This design comes from an exercise in tuning for a short achievable clock period and few clock cycles on the open sky130 flow, not from production work. The RTL was checked by simulation tests, not by an equivalence proof against the original design. Power and IR drop assume default switching activity.

**design/flow/design.v**
```verilog
package rv_pkg;
    localparam int XLEN       = 32;
    localparam int REG_ADDR_W = 5;
    typedef enum logic [6:0] {
        OP     = 7'b0110011,
        OP_IMM = 7'b0010011,
        LUI    = 7'b0110111,
        BRANCH = 7'b1100011,
        JAL    = 7'b1101111,
        LOAD   = 7'b0000011,
        STORE  = 7'b0100011
    } opcode_e;
    typedef enum logic [3:0] {
        ADD, SUB, AND, OR, XOR, SLL, SRL, SRA, SLT, SLTU
    } alu_op_e;
    typedef enum logic [1:0] {WB_ALU, WB_MEM, WB_PC4} wb_sel_e;
    typedef enum logic [1:0] {FWD_NONE, FWD_MEM, FWD_WB} fwd_sel_e;
    typedef union packed {
        struct packed {
            logic [6:0] funct7; logic [4:0] rs2; logic [4:0] rs1;
            logic [2:0] funct3; logic [4:0] rd;  opcode_e    opcode;
        } r_fmt;
        struct packed {
            logic [11:0] imm; logic [4:0] rs1; logic [2:0] funct3;
            logic [4:0]  rd;  opcode_e    opcode;
        } i_fmt;
        struct packed {
            logic [6:0] imm_11_5; logic [4:0] rs2; logic [4:0] rs1;
            logic [2:0] funct3;   logic [4:0] imm_4_0; opcode_e opcode;
        } s_fmt;
        struct packed {
            logic imm_12; logic [5:0] imm_10_5; logic [4:0] rs2; logic [4:0] rs1;
            logic [2:0] funct3; logic [3:0] imm_4_1; logic imm_11; opcode_e opcode;
        } b_fmt;
        struct packed {
            logic imm_20; logic [9:0] imm_10_1; logic imm_11; logic [7:0] imm_19_12;
            logic [4:0] rd; opcode_e opcode;
        } j_fmt;
        struct packed {
            logic [19:0] imm_31_12; logic [4:0] rd; opcode_e opcode;
        } u_fmt;
    } instr_u;
    typedef struct packed {
        logic rf_we; wb_sel_e wb_sel; alu_op_e alu_op;
        logic a_is_zero; logic b_is_imm; logic is_branch; logic branch_ne;
        logic is_jal; logic is_load; logic mem_we;
    } ctrl_t;
    typedef struct packed {
        logic valid; logic [XLEN-1:0] pc; instr_u instr;
    } if_id_t;
    typedef struct packed {
        logic valid; logic [XLEN-1:0] pc; ctrl_t ctrl;
        logic [REG_ADDR_W-1:0] rs1; logic [REG_ADDR_W-1:0] rs2; logic [REG_ADDR_W-1:0] rd;
        logic [XLEN-1:0] rd1; logic [XLEN-1:0] rd2; logic [XLEN-1:0] imm;
    } id_ex_t;
    typedef struct packed {
        logic valid; logic [XLEN-1:0] pc; logic rf_we; wb_sel_e wb_sel;
        logic is_load; logic mem_we; logic [REG_ADDR_W-1:0] rd;
        logic [XLEN-1:0] alu_c; logic [XLEN-1:0] store_data;
    } ex_mem_t;
    typedef struct packed {
        logic valid; logic [XLEN-1:0] pc; logic we;
        logic [REG_ADDR_W-1:0] rd; logic [XLEN-1:0] data;
    } wb_trace_t;
endpackage
`timescale 1ns/1ns
module fetch_stage #(
    parameter logic [rv_pkg::XLEN-1:0] RESET_PC = '0
) (
    input  logic            clk_i,
    input  logic            rst_i,
    input  logic            stall_i,
    input  logic            redirect_i,
    input  logic [rv_pkg::XLEN-1:0] target_i,
    output logic [rv_pkg::XLEN-1:0] imem_addr_o,
    input  rv_pkg::instr_u          imem_data_i,
    output rv_pkg::if_id_t          if_id_o
);
    logic [rv_pkg::XLEN-1:0] pc_q;
    rv_pkg::if_id_t          if_id_q;
    assign imem_addr_o = pc_q;
    assign if_id_o     = if_id_q;
    always_ff @(posedge clk_i) begin
        if (rst_i) begin
            pc_q          <= RESET_PC;
            if_id_q.valid <= 1'b0;
        end else if (redirect_i) begin
            pc_q          <= target_i;
            if_id_q.valid <= 1'b0;
        end else if (!stall_i) begin
            pc_q          <= pc_q + 32'(4);
            if_id_q.valid <= 1'b1;
            if_id_q.pc    <= pc_q;
            if_id_q.instr <= imem_data_i;
        end
    end
endmodule
`timescale 1ns/1ns
module decode_stage (
    input  logic                  clk_i,
    input  logic                  rst_i,
    input  rv_pkg::if_id_t                if_id_i,
    input  logic                  stall_i,
    input  logic                  bubble_i,
    input  logic                  flush_i,
    input  rv_pkg::wb_trace_t             wb_i,
    output rv_pkg::id_ex_t                id_ex_o,
    output logic [rv_pkg::REG_ADDR_W-1:0] rs1_o,
    output logic [rv_pkg::REG_ADDR_W-1:0] rs2_o,
    output logic                  uses_rs1_o,
    output logic                  uses_rs2_o
);
    rv_pkg::instr_u          ins;
    rv_pkg::ctrl_t           ctrl;
    logic [rv_pkg::XLEN-1:0] imm;
    logic [rv_pkg::XLEN-1:0] rd1;
    logic [rv_pkg::XLEN-1:0] rd2;
    logic            wr_en;
    logic [rv_pkg::XLEN-1:0] regs [32];
    rv_pkg::id_ex_t          id_ex_q;
    function automatic rv_pkg::alu_op_e decode_alu(input logic [2:0] funct3, input logic alt,
                                           input logic is_reg);
        unique case (funct3)
            3'b000:  decode_alu = (alt && is_reg) ? rv_pkg::SUB : rv_pkg::ADD;
            3'b001:  decode_alu = rv_pkg::SLL;
            3'b010:  decode_alu = rv_pkg::SLT;
            3'b011:  decode_alu = rv_pkg::SLTU;
            3'b100:  decode_alu = rv_pkg::XOR;
            3'b101:  decode_alu = alt ? rv_pkg::SRA : rv_pkg::SRL;
            3'b110:  decode_alu = rv_pkg::OR;
            default: decode_alu = rv_pkg::AND;
        endcase
    endfunction
    assign ins   = if_id_i.instr;
    assign rs1_o = ins.r_fmt.rs1;
    assign rs2_o = ins.r_fmt.rs2;
    always_comb begin
        ctrl       = '0;
        imm        = '0;
        uses_rs1_o = 1'b0;
        uses_rs2_o = 1'b0;
        case (ins.r_fmt.opcode)
            rv_pkg::OP: begin
                ctrl.rf_we  = 1'b1;
                ctrl.alu_op = decode_alu(ins.r_fmt.funct3, ins.r_fmt.funct7[5], 1'b1);
                uses_rs1_o  = 1'b1;
                uses_rs2_o  = 1'b1;
            end
            rv_pkg::OP_IMM: begin
                ctrl.rf_we    = 1'b1;
                ctrl.b_is_imm = 1'b1;
                ctrl.alu_op   = decode_alu(ins.i_fmt.funct3, ins.r_fmt.funct7[5], 1'b0);
                imm           = {{20{ins.i_fmt.imm[11]}}, ins.i_fmt.imm};
                uses_rs1_o    = 1'b1;
            end
            rv_pkg::LUI: begin
                ctrl.rf_we     = 1'b1;
                ctrl.a_is_zero = 1'b1;
                ctrl.b_is_imm  = 1'b1;
                imm            = {ins.u_fmt.imm_31_12, 12'b0};
            end
            rv_pkg::BRANCH: begin
                ctrl.is_branch = 1'b1;
                ctrl.branch_ne = ins.b_fmt.funct3[0];
                imm = {{19{ins.b_fmt.imm_12}}, ins.b_fmt.imm_12, ins.b_fmt.imm_11,
                       ins.b_fmt.imm_10_5, ins.b_fmt.imm_4_1, 1'b0};
                uses_rs1_o = 1'b1;
                uses_rs2_o = 1'b1;
            end
            rv_pkg::JAL: begin
                ctrl.rf_we  = 1'b1;
                ctrl.wb_sel = rv_pkg::WB_PC4;
                ctrl.is_jal = 1'b1;
                imm = {{11{ins.j_fmt.imm_20}}, ins.j_fmt.imm_20, ins.j_fmt.imm_19_12,
                       ins.j_fmt.imm_11, ins.j_fmt.imm_10_1, 1'b0};
            end
            rv_pkg::LOAD: begin
                ctrl.rf_we    = 1'b1;
                ctrl.wb_sel   = rv_pkg::WB_MEM;
                ctrl.is_load  = 1'b1;
                ctrl.b_is_imm = 1'b1;
                imm           = {{20{ins.i_fmt.imm[11]}}, ins.i_fmt.imm};
                uses_rs1_o    = 1'b1;
            end
            rv_pkg::STORE: begin
                ctrl.mem_we   = 1'b1;
                ctrl.b_is_imm = 1'b1;
                imm = {{20{ins.s_fmt.imm_11_5[6]}}, ins.s_fmt.imm_11_5, ins.s_fmt.imm_4_0};
                uses_rs1_o = 1'b1;
                uses_rs2_o = 1'b1;
            end
            default: ;
        endcase
        if (!if_id_i.valid) begin
            uses_rs1_o = 1'b0;
            uses_rs2_o = 1'b0;
        end
    end
    assign wr_en = wb_i.valid && wb_i.we && (wb_i.rd != '0);
    assign rd1 = (rs1_o == '0) ? '0 : (wr_en && wb_i.rd == rs1_o) ? wb_i.data : regs[rs1_o];
    assign rd2 = (rs2_o == '0) ? '0 : (wr_en && wb_i.rd == rs2_o) ? wb_i.data : regs[rs2_o];
    always_ff @(posedge clk_i) begin
        if (wr_en) begin
            regs[wb_i.rd] <= wb_i.data;
        end
    end
    always_ff @(posedge clk_i) begin
        if (rst_i) begin
            id_ex_q.valid <= 1'b0;
        end else begin
            id_ex_q.valid <= if_id_i.valid && !bubble_i && !flush_i;
            if (!stall_i) begin
                id_ex_q.pc   <= if_id_i.pc;
                id_ex_q.ctrl <= ctrl;
                id_ex_q.rs1  <= rs1_o;
                id_ex_q.rs2  <= rs2_o;
                id_ex_q.rd   <= ins.r_fmt.rd;
                id_ex_q.rd1  <= rd1;
                id_ex_q.rd2  <= rd2;
                id_ex_q.imm  <= imm;
            end
        end
    end
    assign id_ex_o = id_ex_q;
endmodule
`timescale 1ns/1ns
module execute_stage (
    input  logic            clk_i,
    input  logic            rst_i,
    input  rv_pkg::id_ex_t          id_ex_i,
    input  rv_pkg::fwd_sel_e        fwd_a_i,
    input  rv_pkg::fwd_sel_e        fwd_b_i,
    input  rv_pkg::ex_mem_t         mem_i,
    input  rv_pkg::wb_trace_t       wb_i,
    output logic            redirect_o,
    output logic [rv_pkg::XLEN-1:0] target_o,
    output rv_pkg::ex_mem_t         ex_mem_o
);
    logic [rv_pkg::XLEN-1:0] a_fwd;
    logic [rv_pkg::XLEN-1:0] b_fwd;
    logic [rv_pkg::XLEN-1:0] op_a;
    logic [rv_pkg::XLEN-1:0] op_b;
    logic [rv_pkg::XLEN-1:0] alu_c;
    logic            taken;
    rv_pkg::ex_mem_t         ex_mem_q;
    assign a_fwd = (fwd_a_i == rv_pkg::FWD_MEM) ? mem_i.alu_c :
                   (fwd_a_i == rv_pkg::FWD_WB)  ? wb_i.data : id_ex_i.rd1;
    assign b_fwd = (fwd_b_i == rv_pkg::FWD_MEM) ? mem_i.alu_c :
                   (fwd_b_i == rv_pkg::FWD_WB)  ? wb_i.data : id_ex_i.rd2;
    assign op_a = id_ex_i.ctrl.a_is_zero ? '0 : a_fwd;
    assign op_b = id_ex_i.ctrl.b_is_imm ? id_ex_i.imm : b_fwd;
    always_comb begin
        unique case (id_ex_i.ctrl.alu_op)
            rv_pkg::SUB:     alu_c = op_a - op_b;
            rv_pkg::AND:     alu_c = op_a & op_b;
            rv_pkg::OR:      alu_c = op_a | op_b;
            rv_pkg::XOR:     alu_c = op_a ^ op_b;
            rv_pkg::SLL:     alu_c = op_a << op_b[4:0];
            rv_pkg::SRL:     alu_c = op_a >> op_b[4:0];
            rv_pkg::SRA:     alu_c = $unsigned($signed(op_a) >>> op_b[4:0]);
            rv_pkg::SLT:     alu_c = 32'($signed(op_a) < $signed(op_b));
            rv_pkg::SLTU:    alu_c = 32'(op_a < op_b);
            default: alu_c = op_a + op_b;
        endcase
    end
    assign taken      = id_ex_i.ctrl.is_branch && ((a_fwd == b_fwd) != id_ex_i.ctrl.branch_ne);
    assign redirect_o = id_ex_i.valid && (taken || id_ex_i.ctrl.is_jal);
    assign target_o   = id_ex_i.pc + id_ex_i.imm;
    always_ff @(posedge clk_i) begin
        if (rst_i) begin
            ex_mem_q.valid  <= 1'b0;
            ex_mem_q.mem_we <= 1'b0;
            ex_mem_q.alu_c  <= '0;
        end else begin
            ex_mem_q.valid      <= id_ex_i.valid;
            ex_mem_q.mem_we     <= id_ex_i.valid && id_ex_i.ctrl.mem_we;
            ex_mem_q.pc         <= id_ex_i.pc;
            ex_mem_q.rf_we      <= id_ex_i.ctrl.rf_we;
            ex_mem_q.wb_sel     <= id_ex_i.ctrl.wb_sel;
            ex_mem_q.is_load    <= id_ex_i.ctrl.is_load;
            ex_mem_q.rd         <= id_ex_i.rd;
            if (id_ex_i.valid)
                ex_mem_q.alu_c      <= alu_c;
            ex_mem_q.store_data <= b_fwd;
        end
    end
    assign ex_mem_o = ex_mem_q;
endmodule
`timescale 1ns/1ns
module hazard_ctrl (
    input  logic [rv_pkg::REG_ADDR_W-1:0] rs1_i,
    input  logic [rv_pkg::REG_ADDR_W-1:0] rs2_i,
    input  logic                  uses_rs1_i,
    input  logic                  uses_rs2_i,
    input  rv_pkg::id_ex_t                id_ex_i,
    input  rv_pkg::ex_mem_t               mem_i,
    input  rv_pkg::wb_trace_t             wb_i,
    input  logic                  redirect_i,
    output logic                  stall_o,
    output logic                  bubble_o,
    output logic                  flush_o,
    output rv_pkg::fwd_sel_e              fwd_a_o,
    output rv_pkg::fwd_sel_e              fwd_b_o
);
    logic load_use;
    function automatic rv_pkg::fwd_sel_e pick_fwd(input logic [rv_pkg::REG_ADDR_W-1:0] src,
                                          input rv_pkg::ex_mem_t mem, input rv_pkg::wb_trace_t wb);
        if (mem.valid && mem.rf_we && !mem.is_load && mem.rd != '0 && mem.rd == src)
            pick_fwd = rv_pkg::FWD_MEM;
        else if (wb.valid && wb.we && wb.rd != '0 && wb.rd == src)
            pick_fwd = rv_pkg::FWD_WB;
        else
            pick_fwd = rv_pkg::FWD_NONE;
    endfunction
    assign load_use = id_ex_i.valid && id_ex_i.ctrl.is_load && (id_ex_i.rd != '0) &&
                      ((uses_rs1_i && rs1_i == id_ex_i.rd) || (uses_rs2_i && rs2_i == id_ex_i.rd));
    assign stall_o  = load_use;
    assign bubble_o = load_use;
    assign flush_o  = redirect_i;
    assign fwd_a_o  = pick_fwd(id_ex_i.rs1, mem_i, wb_i);
    assign fwd_b_o  = pick_fwd(id_ex_i.rs2, mem_i, wb_i);
endmodule
`timescale 1ns/1ns
module writeback_stage (
    input  logic            clk_i,
    input  logic            rst_i,
    input  rv_pkg::ex_mem_t         ex_mem_i,
    input  logic [rv_pkg::XLEN-1:0] dmem_rdata_i,
    output rv_pkg::wb_trace_t       trace_o
);
    logic [rv_pkg::XLEN-1:0] wb_val;
    rv_pkg::wb_trace_t       trace_q;
    always_comb begin
        unique case (ex_mem_i.wb_sel)
            rv_pkg::WB_MEM:  wb_val = dmem_rdata_i;
            rv_pkg::WB_PC4:  wb_val = ex_mem_i.pc + 32'(4);
            default: wb_val = ex_mem_i.alu_c;
        endcase
    end
    always_ff @(posedge clk_i) begin
        if (rst_i) begin
            trace_q.valid <= 1'b0;
        end else begin
            trace_q.valid <= ex_mem_i.valid;
            trace_q.pc    <= ex_mem_i.pc;
            trace_q.we    <= ex_mem_i.rf_we;
            trace_q.rd    <= ex_mem_i.rd;
            trace_q.data  <= (ex_mem_i.rd == '0) ? '0 : wb_val;
        end
    end
    assign trace_o = trace_q;
endmodule
`timescale 1ns/1ns
module rv_core #(
    parameter logic [rv_pkg::XLEN-1:0] RESET_PC = '0
) (
    input  logic            clk_i,
    input  logic            rst_i,
    output logic [rv_pkg::XLEN-1:0] imem_addr_o,
    input  rv_pkg::instr_u          imem_data_i,
    output logic [rv_pkg::XLEN-1:0] dmem_addr_o,
    output logic [rv_pkg::XLEN-1:0] dmem_wdata_o,
    output logic            dmem_we_o,
    input  logic [rv_pkg::XLEN-1:0] dmem_rdata_i,
    output rv_pkg::wb_trace_t       trace_o
);
    rv_pkg::if_id_t                if_id;
    rv_pkg::id_ex_t                id_ex;
    rv_pkg::ex_mem_t               ex_mem;
    rv_pkg::wb_trace_t             wb;
    logic                  redirect;
    logic [rv_pkg::XLEN-1:0]       target;
    logic                  stall;
    logic                  bubble;
    logic                  flush;
    rv_pkg::fwd_sel_e              fwd_a;
    rv_pkg::fwd_sel_e              fwd_b;
    logic [rv_pkg::REG_ADDR_W-1:0] rs1;
    logic [rv_pkg::REG_ADDR_W-1:0] rs2;
    logic                  uses_rs1;
    logic                  uses_rs2;
    assign dmem_addr_o  = ex_mem.alu_c;
    assign dmem_wdata_o = ex_mem.store_data;
    assign dmem_we_o    = ex_mem.mem_we;
    assign trace_o      = wb;
    fetch_stage #(.RESET_PC(RESET_PC)) fetch_i (
        .clk_i(clk_i), .rst_i(rst_i), .stall_i(stall), .redirect_i(redirect),
        .target_i(target), .imem_addr_o(imem_addr_o), .imem_data_i(imem_data_i),
        .if_id_o(if_id)
    );
    decode_stage decode_i (
        .clk_i(clk_i), .rst_i(rst_i), .if_id_i(if_id), .stall_i(stall),
        .bubble_i(bubble), .flush_i(flush), .wb_i(wb), .id_ex_o(id_ex),
        .rs1_o(rs1), .rs2_o(rs2), .uses_rs1_o(uses_rs1), .uses_rs2_o(uses_rs2)
    );
    execute_stage execute_i (
        .clk_i(clk_i), .rst_i(rst_i), .id_ex_i(id_ex), .fwd_a_i(fwd_a), .fwd_b_i(fwd_b),
        .mem_i(ex_mem), .wb_i(wb), .redirect_o(redirect), .target_o(target),
        .ex_mem_o(ex_mem)
    );
    writeback_stage writeback_i (
        .clk_i(clk_i), .rst_i(rst_i), .ex_mem_i(ex_mem), .dmem_rdata_i(dmem_rdata_i),
        .trace_o(wb)
    );
    hazard_ctrl hazard_i (
        .rs1_i(rs1), .rs2_i(rs2), .uses_rs1_i(uses_rs1), .uses_rs2_i(uses_rs2),
        .id_ex_i(id_ex), .mem_i(ex_mem), .wb_i(wb), .redirect_i(redirect),
        .stall_o(stall), .bubble_o(bubble), .flush_o(flush), .fwd_a_o(fwd_a), .fwd_b_o(fwd_b)
    );
endmodule
`timescale 1ns/1ns
module rv_top (
    input  logic        clk,
    input  logic        rst,
    output logic [31:0] imem_addr,
    input  logic [31:0] imem_data,
    output logic [31:0] dmem_addr,
    output logic [31:0] dmem_wdata,
    output logic        dmem_we,
    input  logic [31:0] dmem_rdata,
    output logic        trace_valid,
    output logic [31:0] trace_pc,
    output logic        trace_we,
    output logic [4:0]  trace_rd,
    output logic [31:0] trace_data
);
    rv_pkg::wb_trace_t trace;
    rv_core #(.RESET_PC('0)) core_i (
        .clk_i(clk), .rst_i(rst), .imem_addr_o(imem_addr), .imem_data_i(imem_data),
        .dmem_addr_o(dmem_addr), .dmem_wdata_o(dmem_wdata), .dmem_we_o(dmem_we),
        .dmem_rdata_i(dmem_rdata), .trace_o(trace)
    );
    assign trace_valid = trace.valid;
    assign trace_pc    = trace.pc;
    assign trace_we    = trace.we;
    assign trace_rd    = trace.rd;
    assign trace_data  = trace.data;
endmodule
```
**design/flow/run.sh**
```bash
#!/bin/bash
# synth_recipe.tcl (not shown) runs the flow's synth.tcl, then flattens the netlist and writes it again
# the make line also repeats each setting of config.mk as NAME=value (left out here)
make -C /OpenROAD-flow-scripts/flow DESIGN_CONFIG=/design/flow/config.mk WORK_HOME=/design/flow/orfs CLKGATE_MAP_FILE= SYNTH_SCRIPT=/design/flow/synth_recipe.tcl finish
```
**design/flow/config.mk**
```make
export PLATFORM = sky130hd
export DESIGN_NAME = rv_top
export DESIGN_NICKNAME = rv_top
export VERILOG_FILES = /design/flow/design.v
export SDC_FILE = /design/flow/constraint.sdc
export NUM_CORES = 4
export LEC_CHECK = 0
export CAP_MARGIN = 20
export CORE_MARGIN = 2
export CORE_UTILIZATION = 40
export SLEW_MARGIN = 20
```
**design/flow/constraint.sdc**
```tcl
create_clock -name core_clock -period 7.0 [get_ports {clk}]
set_input_delay 1.4000 -clock core_clock [delete_from_list [all_inputs] [get_ports {clk}]]
set_output_delay 1.4000 -clock core_clock [all_outputs]
set_load 0.01 [all_outputs]
```
==> impl_metrics.py <==
metrics = {
    "clock_network": {
        "clkSlewWorstSetupHoldPaths_ns": 0.06,
        "cts-root-buf": "clkbuf_16",
        "clockBufferDepth": 3,
        "cts_hold_buf": 0,
        "htree_num_levels": 4,
        "cts_sinks": 1455,
        "cts_resized": 0,
        "cts_inserted_buffers": 155,
        "cts_tree": "yes",
        "clk-insertion-delay-late_ns": 0.82,
        "post-cts-setup-buffers": 0,
    },
    "logic_synthesis": {
        "yosysTopAreaCellShare": 0.533,
        "syn-cell-area_um2": 78000,
        "synth_most_common_cell": "edfxtp_1",
        "synth-async-reset-ratio": 0,
        "synth_common_cells": "edfxtp_1, mux4_2, nor2_1",
        "yosys_most_used_dff": "edfxtp_1",
        "synth-edff-count": 1386,
        "yosysWarnings": 5,
        "synth_area_per_cell_um2": 14.3,
        "yosysTopAreaCell": "edfxtp_1",
        "ys_ff_latch": 1455,
        "ys_seq_area_frac": 0.551,
        "synth_cell_types": 92,
        "synthTopCellsByArea": "edfxtp_1, mux4_2, ha_1, nor2_1, a21oi_1",
        "syn_inst": 5452,
    },
    "floorplanning": {
        "start_util": 0.402,
        "ios": 234,
        "num_rows": 162,
        "design.core.area_um2": 194000,
        "die_w_um": 446,
        "die_area_um2": 199000,
        "fp.dieH_um": 446,
    },
    "placement": {
        "dp_hpwl_um": 203000,
        "placed_area_um2": 84200,
        "preCtsSetupSlack_ns": 0.628,
        "gp_congestion": 1.09,
        "port_buffers": 233,
        "placed_cells": 8069,
    },
    "setup_path": {
        "startpoint": "core_i.writeback_i.trace_q[32]$_DFFE_PN_",
        "cp_max_fo": 16,
        "startpoint_type": "register",
        "cp-end-kind": "register",
        "r2r-end": "core_i.execute_i.ex_mem_q[62]$_SDFFE_PP0P_",
        "slowest_delay_ns": 0.94,
        "cp.required_ns": 7.66,
        "r2r_setup_slack_ns": 0.32,
        "worstSetupEndpoint": "core_i.execute_i.ex_mem_q[62]$_SDFFE_PP0P_",
        "crit_arrival_ns": 7.33,
        "crit_path_top_delay_cell": "a2111oi_1",
        "reg2reg_from": "core_i.writeback_i.trace_q[32]$_DFFE_PN_",
        "cp_cell_sequence": "xor2_1 > or4_1 > buf_4 > o21ai_0 > a31oi_1 > ha_1 > nor2_1 > nor2_1 > o21ai_0 > a221oi_1 > o31ai_1 > mux2i_1 > o211ai_1 > a2111oi_1 > a311oi_1",
        "worstSetupPathType": "reg2reg",
        "ff2ff_path_depth": 15,
    },
    "timing": {
        "slew_headroom": 0.218,
        "fin_ws_ns": 0.324,
        "min_period_ns": 6.68,
        "hold_viol": 0,
        "post-route-period-util": 0.954,
        "whs_ns": 0.412,
        "setup_tns_ns": 0,
        "fmax_ghz": 0.150,
        "tightest_slew_ns": 1.16,
        "setup_viol_count_final": 0,
        "rsz0062_at_grt": "no",
        "slew_viol_final": 0,
        "worst_clock_skew_ns": 0.0449,
    },
    "global_routing": {
        "grt_max_degree": 88,
        "antenna_found_initial": 9,
        "grt_first_pass_wirelength_um": 421000,
        "grt_pass1_vias": 52900,
        "grt_overflow": 0,
        "track_usage": 0.301,
    },
    "power": {
        "p_leak_nw": 29.8,
        "p_sw_frac": 0.283,
        "power_frac_seq": 0.459,
        "p_sw_mw": 6.24,
        "ir_worst_vdd_uv": 203,
        "power_mw": 22.0,
        "power_density_nw_per_um2": 247,
        "clock_power_share": 0.371,
        "internal_power_mw": 15.8,
        "combPwrFrac": 0.170,
    },
    "route": {
        "drt-total-wl_um": 305000,
        "routedWlPerCell_um": 36.5,
        "dr.pass1.iters": 8,
        "dr_total_vias": 55400,
        "drtIter0Drc": 7877,
        "via_per_inst": 6.63,
        "drc": 0,
        "ant_nets": 0,
    },
    "min_path": {
        "hold_class": "reg2reg",
    },
    "final_layout": {
        "post-route-cell-area_um2": 89300,
        "finish.utilization": 0.459,
        "area_delta_synth_final_pct": 14.4,
        "layout.cells.non_filler": 8356,
        "drive_gt1_frac": 0.219,
        "finalNetCount": 5887,
    },
    "outcome": {
        "status": "finished clean",
    },
    "run": {
        "max_cap_violations": 0,
    },
}
-- final cells by class --
type | instances | area [µm²]
antenna | 6 | 15.0
clock buffer | 198 | 4180
clock inverter | 80 | 796
fill | 17000 | 105000
inverter | 124 | 470
multi-input combinational | 3434 | 33000
sequential | 1455 | 43000
tap | 2542 | 3180
timing repair buffer | 517 | 4620
-- registers in the layout (all words and copies together) (netlist names) --
signal	cells
core_i.fetch_i.if_id_q	65
core_i.execute_i.ex_mem_q	106
core_i.decode_i.regs	1024
core_i.writeback_i.trace_q	71
core_i.decode_i.id_ex_q	157
core_i.fetch_i.pc_q	32
-- worst max-delay path, delay by kind of cell (launching register included) --
kind                       cells  cell delay (ns)
adders and majority gates      1             0.56
AOI/OAI and AO/OA              8             3.11
xor gates and xnor gates       1             0.22
and+or+nand+nor                3             1.11
DFF                            1             0.72
buffers and inverters          1             0.33
muxes                          1             0.46
-- cells in the final DEF, fill, tap and decap left out, drive strengths merged, types with 63 or more instances in the layout --
cell type,instances
ha,132
nor2,396
xnor2,103
nand2,167
nor3,95
edfxtp,1386
a21oi,282
clkinv,63
inv,129
clkdlybuf4s50,232
xor2,65
a211oi,158
mux2i,136
clkbuf,199
a31oi,76
nand3,145
mux4,623
dfxtp,69
o21ai,203
buf,284
-- how the worst min path moves through the flow --
stage / start / to / slack (ns) / cells after the start
floorplan: core_i.fetch_i.if_id_q[32]$_DFFE_PP_ / core_i.decode_i.id_ex_q[125]$_DFFE_PP_ / 0.40 / 0
global placement: core_i.fetch_i.if_id_q[48]$_DFFE_PP_ / core_i.decode_i.id_ex_q[141]$_DFFE_PP_ / 0.40 / 0
detailed placement: core_i.fetch_i.if_id_q[36]$_DFFE_PP_ / core_i.decode_i.id_ex_q[129]$_DFFE_PP_ / 0.40 / 0
CTS: core_i.fetch_i.if_id_q[39]$_DFFE_PP_ / core_i.decode_i.id_ex_q[132]$_DFFE_PP_ / 0.42 / 0
global route: core_i.fetch_i.if_id_q[34]$_DFFE_PP_ / core_i.decode_i.id_ex_q[127]$_DFFE_PP_ / 0.42 / 0
finish: core_i.fetch_i.if_id_q[36]$_DFFE_PP_ / core_i.decode_i.id_ex_q[129]$_DFFE_PP_ / 0.41 / 0
-- power groups by stage --
| stage | clock, mW | sequential, mW | combinational [mW] |
|---|---|---|---|
| 5_1_grt | 8.62 | 10.1 | 3.90 |
| 4_1_cts | 8.29 | 10.1 | 3.65 |
| 3_5_place_dp | 0 | 10.3 | 3.64 |
| 3_3_place_gp | 0 | 10.3 | 3.65 |
| 2_1_floorplan | 0 | 10.2 | 2.14 |
| 6_report | 8.18 | 10.1 | 3.75 |
-- per-layer routing --
layer,up-vias,wire [µm],track usage
li1,22500,-,-
met1,28500,116000,0.401
met2,3647,137000,0.461
met3,725,32800,0.0693
met4,2,18800,0.156
met5,-,12,0
-- cells by family after synthesis --
logic type      share of synthesized area
compound gates                      0.107
xor+xnor                           0.0189
fa+ha+maj                          0.0217
buf+inv                            0.0328
flops                               0.551
mux                                 0.203
other cells                     0.0000480
simple gates                       0.0657
Testbench counts, summed over its fixed seeds: cycles 52,725.

## afterwards: timing with drivers on the ports
How much do the figures lean on ideal ports? The routed layout below was timed once more, with nothing changed but the port constraints.
Step 1: set_driving_cell puts a clkbuf_16 on clk and a buf_2 on each other input, an assumption about the parent block.
Step 2, shift: input delay + t, output delay - t, t = (earliest + latest rising clock arrival at the registers) / 2. This alone moves slack from input paths to output paths.
a / b / c = no drivers / after step 1 / after step 2; a / b = the first two.
t, ns: 0.877
setup WS [ns]: 0.324 / 0.324 / 0.324
hold slack, ns: 0.412 / 0.412 / 0.412
latest minus earliest clock arrival (ns): 0.049 / 0.049
worst slew at a driven data input, ns: 0.15
After both steps this run still meets setup and hold. The setup slack of this run moves by 0.000 ns with the drivers and by 0.000 ns with both steps.
